From an optimization exercise on the open Yosys and OpenROAD flow, aimed at small area, a short achievable clock period and few clock cycles per item; shortcuts taken in it are not production practice.
At most, simulation tests tie the RTL to the original design; equivalence was not proved.

## muldiv_unit
module muldiv_unit #(
    parameter int WIDTH     = 32,
    parameter int DIV_STEPS = 2
) (
    input  logic             clk,
    input  logic             reset,
    input  logic [3:0]       op,
    input  logic [WIDTH-1:0] src_a,
    input  logic [WIDTH-1:0] src_b,
    input  logic [1:0]       rd_sel,
    output logic             busy,
    output logic [WIDTH-1:0] result
);
Size in the first run: roughly 4000 cells after synthesis, ~150 flip-flops, ~110 I/O pins, ~27000 um^2 of cells after synthesis.
export LEC_CHECK = 0
export ABC_AREA = 1
export CAP_MARGIN = 20
export CORE_MARGIN = 2
export CORE_UTILIZATION = 40
export SLEW_MARGIN = 20
create_clock -name core_clock -period 15.0 [get_ports {clk}]
run.sh (not shown) runs the stock make flow with config.mk's settings and CLKGATE_MAP_FILE= SYNTH_SCRIPT=/design/flow/synth_recipe.tcl, a recipe that flattens the netlist after the stock synthesis.
Testbench counts at the start, summed over its fixed seeds: cycles 13,426, items 3,200.
Then changed:
--- a/flow/design.v
+++ b/flow/design.v
@@ -63,53 +63,42 @@
             mcorr[j] = lo[j] & (msub ^ flip);
         end
         mz = last_mul ? {x, 8'b0} : 42'h2FF_0000_0000;
     end
     muldiv_csa u_csa (
         .hp(mh), .u0(mu[0]), .u1(mu[1]), .u2(mu[2]), .u3(mu[3]), .u4(mu[4]), .u5(mu[5]),
         .u6(mu[6]), .u7(mu[7]), .corr(mcorr), .z(mz), .s(cs_s), .c(cs_c)
     );
     assign mt = cs_s + cs_c;
-    function automatic logic [WIDTH-1:0] negate(input logic [WIDTH-1:0] x);
-        logic [WIDTH-1:0] o;
-        o = x;
-        for (int l = 1; l < WIDTH; l = l * 2)
-            for (int i = WIDTH - 1; i >= 0; i--)
-                if ((i / l) % 2 == 1)
-                    o[i] = o[i] | o[(i / l) * l - 1];
-        negate = x ^ {o[WIDTH-2:0], 1'b0};
-    endfunction
     logic [WIDTH-1:0] neg_hi, neg_lo, mag_a, mag_b;
-    assign neg_hi = negate(hi);
-    assign neg_lo = negate(lo);
+    always_comb begin
+        logic ch, cl;
+        ch = 1'b1;
+        cl = 1'b1;
+        for (int i = 0; i < WIDTH; i++) begin
+            neg_hi[i] = ~hi[i] ^ ch;
+            neg_lo[i] = ~lo[i] ^ cl;
+            ch = ch & ~hi[i];
+            cl = cl & ~lo[i];
+        end
+    end
     assign mag_a = (sgn && hi[WIDTH-1]) ? neg_hi : hi;
     assign mag_b = (sgn && lo[WIDTH-1]) ? neg_lo : lo;
     function automatic logic signed [6:0] lead_pos(input logic [WIDTH-1:0] v, input logic neg, input logic top);
         logic [WIDTH-1:0] w;
-        logic [15:0]      x1;
-        logic [7:0]       x2;
-        logic [3:0]       x3;
-        logic [1:0]       x4;
-        logic [4:0]       p;
-        w    = v ^ {WIDTH{neg}};
-        p[4] = |w[31:16];
-        x1   = p[4] ? w[31:16] : w[15:0];
-        p[3] = |x1[15:8];
-        x2   = p[3] ? x1[15:8] : x1[7:0];
-        p[2] = |x2[7:4];
-        x3   = p[2] ? x2[7:4] : x2[3:0];
-        p[1] = |x3[3:2];
-        x4   = p[1] ? x3[3:2] : x3[1:0];
-        p[0] = x4[1];
-        if (w == '0)
-            lead_pos = neg ? 7'sd0 : -7'sd1;    
-        else
-            lead_pos = {2'b0, p} + {6'b0, neg && top};
+        w = neg ? ~v : v;
+        lead_pos = -7'sd1;
+        for (int i = 0; i < WIDTH; i++)
+            if (w[i]) lead_pos = 7'(i);
+        if (neg) begin
+            if (top) lead_pos = lead_pos + 7'sd1;
+            else if (lead_pos < 0) lead_pos = 7'sd0;    
+        end
     endfunction
     logic signed [6:0] pos_a, pos_b, sdiff;
     logic [3:0]  nitr;         
     logic [5:0]  shamt;
     logic        q_zero, b_zero;
     always_comb begin
         pos_a  = lead_pos(hi, sgn && hi[WIDTH-1], 1'b1);
         pos_b  = lead_pos(lo, sgn && lo[WIDTH-1], 1'b0);
         b_zero = (lo == '0);
@@ -227,22 +216,25 @@
                 neg_r <= sgn && hi[WIDTH-1];
             end
             DIV: begin
                 dv  <= dv >> DIV_STEPS;
                 cnt <= cnt - 1'b1;
             end
             default: ;
         endcase
     end
-    logic sel_hi, sel_lo;
-    assign sel_hi = rd_sel[0] & ~rd_sel[1];
-    assign sel_lo = rd_sel[1] & ~rd_sel[0];
-    assign result = ({WIDTH{sel_hi}} & hi) | ({WIDTH{sel_lo}} & lo);
+    always_comb begin
+        case (rd_sel)
+            2'd1:    result = hi;
+            2'd2:    result = lo;
+            default: result = '0;
+        endcase
+    end
 endmodule
 module muldiv_csa (
     input  logic [33:0] hp,
     input  logic [32:0] u0, u1, u2, u3, u4, u5, u6, u7,
     input  logic [7:0]  corr,
     input  logic [41:0] z,
     output logic [41:0] s,
     output logic [41:0] c
 );
Effect:
- clock-buffer cell count is lower by 4
- final cell count is lower by a few percent
- routed wire length is lower by roughly a tenth
- non-clock buffer count is lower by 8
- final area is lower slightly
- hold slack improves by 0.043 ns
- setup slack degrades by 0.50 ns
- fmax is lower by a few percent
For the second run of this note, only the layout was checked, not whether the RTL still works.

-- separate check: timing with driven ports --
The flow's constraints put no driver on any port. The routed layouts listed below were extracted and timed again, unchanged, in two steps. Step 1, drivers: a clkbuf_16 drives clk and a buf_2 each remaining input, both assumed. Step 2 also shifts input and output timing later by t, the mid clock arrival at the registers, as if the neighbouring blocks saw the same clock. Three values: ideal ports, drivers, drivers and shift; two values: the first two.
run	t, ns	setup WS [ns]	slew at the worst register clock pin (ns)	worst data-port slew with drivers (ns)	pins driven straight from the clock port
the first run	0.548	6.785 / 6.785 / 6.785	0.07 / 0.07	0.07	1
the second run	0.534	6.284 / 6.259 / 6.259	0.08 / 0.08	0.09	1
After both steps setup and hold are still met in every run listed. For the second run, which loses most, drivers alone change the setup slack by -0.025 ns; drivers and shift together by -0.025 ns.
